Context: an optimization exercise on an open-source flow, tuned for small area, a short achievable clock period and few clock cycles per item. The choices shown serve that exercise and are no tape-out recipe.
Function was checked by simulation only, so behaviour that the tests miss may differ from the original.

== trial 32 ==
Design mul_pipe, start of the top module:
module mul_pipe #(
  parameter int WIDTH  = 64,
  parameter int STAGES = 5,
  parameter int TAG_W  = 5
) (
  input  logic             clk,
  input  logic             resetn,
  input  logic             in_valid,
  output logic             in_ready,
  input  logic [WIDTH-1:0] a,
  input  logic [WIDTH-1:0] b,
  input  logic [1:0]       mul_type,
  input  logic [TAG_W-1:0] in_tag,
  input  logic             flush,
  output logic             out_valid,
  input  logic             out_ready,
  output logic [WIDTH-1:0] out_res,
  output logic [TAG_W-1:0] out_tag,
  output logic             busy
);
  logic        s_a, s_b, lo;
  localparam int SEGS = 3;
  localparam int SEGW = 66 / SEGS;
  logic [66:0] am;
  logic [64:0] bx;
  logic [31:0] neg;
  logic [65:0] pp [32];
  logic [63:0] r32;
  assign s_a = (mul_type != 2'b11);
  assign s_b = !mul_type[1];
  assign lo  = (mul_type == 2'b00);
  assign am  = {{2{a[63] & s_a}}, a, 1'b0};
  assign bx  = {b, 1'b0};
  for (genvar i = 0; i < 32; i++) begin : g_row
  ...
==> flow/config.mk <==
export PLATFORM = sky130hd
export DESIGN_NAME = mul_pipe
export DESIGN_NICKNAME = mul_pipe
export VERILOG_FILES = /design/flow/design.v
export SDC_FILE = /design/flow/constraint.sdc
export NUM_CORES = 4
export LEC_CHECK = 0
export CAP_MARGIN = 20
export CORE_MARGIN = 2
export CORE_UTILIZATION = 40
export SLEW_MARGIN = 20
export SYNTH_HIERARCHICAL = 1
export SYNTH_MINIMUM_KEEP_SIZE = 0
export TNS_END_PERCENT = 10
==> flow/constraint.sdc <==
create_clock -name core_clock -period 16.0 [get_ports {clk}]
set_input_delay 3.2000 -clock core_clock [delete_from_list [all_inputs] [get_ports {clk}]]
set_output_delay 3.2000 -clock core_clock [all_outputs]
set_load 0.01 [all_outputs]
standard.sh (not shown) runs the stock make flow with config.mk's settings and CLKGATE_MAP_FILE= SYNTH_SCRIPT=/design/flow/synth_recipe.tcl, a recipe that flattens the netlist after the stock synthesis.
==> flow/flow/run.sh <==
#!/bin/bash
# Standard layout with two changes: the port buffers are buf_4 cells (which the
# repair steps may resize), and timing repair aims at a tighter setup margin
# than the 16 ns clock needs, so it sizes and buffers the critical paths.
set -euo pipefail
bash standard.sh "BUFFER_PORTS_ARGS=-buffer_cell sky130_fd_sc_hd__buf_4" SETUP_SLACK_MARGIN=8.2 finish > make_finish.log 2>&1
Testbench counts of trial 32, summed over its fixed seeds: cycles 4,808, items 4,800.
Input-level comparison between build 68 and trial 32:
- changing TNS_END_PERCENT from 10 to 0
- changing CORE_UTILIZATION from 40 to 52
## What came out
Trial 32 was larger in final cell area than build 68.
Build 68: worst hold path stage count is 1 higher than what trial 32 reported.
On final worst-path setup slack, the lower figure sits with build 68, not trial 32.
Looking only at standard-cell row count, and setting everything else aside, the higher value of build 68 and trial 32 goes to trial 32.
Looking at startpoint of the worst setup timing path, the a[23] result is from build 68; the a[39] one comes from trial 32.

---

## birch
Starting RTL as in the previous note.
==> flow/config.mk <==
export PLATFORM = sky130hd
export DESIGN_NAME = mul_pipe
export DESIGN_NICKNAME = mul_pipe
export VERILOG_FILES = /design/flow/design.v
export SDC_FILE = /design/flow/constraint.sdc
export NUM_CORES = 4
export LEC_CHECK = 0
export CAP_MARGIN = 20
export CORE_MARGIN = 2
export CORE_UTILIZATION = 45
export SLEW_MARGIN = 20
export SYNTH_HIERARCHICAL = 1
export SYNTH_MINIMUM_KEEP_SIZE = 0
export TNS_END_PERCENT = 5
==> flow/constraint.sdc <==
create_clock -name core_clock -period 16.0 [get_ports {clk}]
set_input_delay 3.2000 -clock core_clock [delete_from_list [all_inputs] [get_ports {clk}]]
set_output_delay 3.2000 -clock core_clock [all_outputs]
set_load 0.01 [all_outputs]
Scripts as last shown in full above: flow/flow/run.sh
birch ran to completion and came out clean on the timing, design-rule and antenna checks.
Testbench counts of birch, summed over its fixed seeds: cycles 4,808, items 4,800.
Edits applied to the flow inputs when going from birch to oak:
Settings: changing CORE_UTILIZATION from 45 to 40; changing TNS_END_PERCENT from 5 to 20.
-- flow/flow/run.sh --
<<< birch, line 5
set -euo pipefail
bash standard.sh "BUFFER_PORTS_ARGS=-buffer_cell sky130_fd_sc_hd__buf_4" SETUP_SLACK_MARGIN=8.2 finish > make_finish.log 2>&1
>>> oak, line 5
set -euo pipefail
bash standard.sh "BUFFER_PORTS_ARGS=-buffer_cell sky130_fd_sc_hd__buf_4" SETUP_SLACK_MARGIN=8.5 finish > make_finish.log 2>&1
==> comparison <==
Critical path's largest stage delay in oak is 0.02 ns above birch. Relative to birch, core area has gone up in oak. birch has a higher post-layout minimum cycle time than oak. As far as period utilization is concerned, oak and birch perform about the same. The setup slack of oak is higher than that of birch.

## re-timing with driven ports
Ports are ideal in the flow. The routed layouts listed here were re-timed in OpenROAD.
Step 1 (the two cells are an assumption about what drives the block):
set clk [get_ports {clk}]
set_driving_cell -lib_cell sky130_fd_sc_hd__clkbuf_16 $clk
set_driving_cell -lib_cell sky130_fd_sc_hd__buf_2 [delete_from_list [all_inputs] $clk]
Step 2 moves the port delays by t, midway between the first and last clock arrival at a register: inputs arrive t later, outputs are due t later. That takes back most of the time a late clock gives input paths.
Three values: ideal, step 1, step 2; two values: the first two.
| run | t (ns) | slack for setup (ns) | worst register clock-pin slew, ns | cell pins on the clock port's net |
|---|---|---|---|---|
| trial 32 | 0.721 | 7.993 / 7.987 / 7.279 | 0.07 / 0.07 | 1 |
| build 68 | 0.744 | 7.946 / 7.909 / 7.165 | 0.08 / 0.08 | 1 |
| birch | 0.744 | 8.054 / 8.011 / 7.266 | 0.07 / 0.07 | 1 |
| oak | 0.728 | 8.070 / 8.003 / 7.354 | 0.07 / 0.07 | 1 |
After both steps every run listed still meets setup and hold. For birch, which loses most, drivers alone change the setup slack by -0.043 ns; drivers and shift together by -0.788 ns.
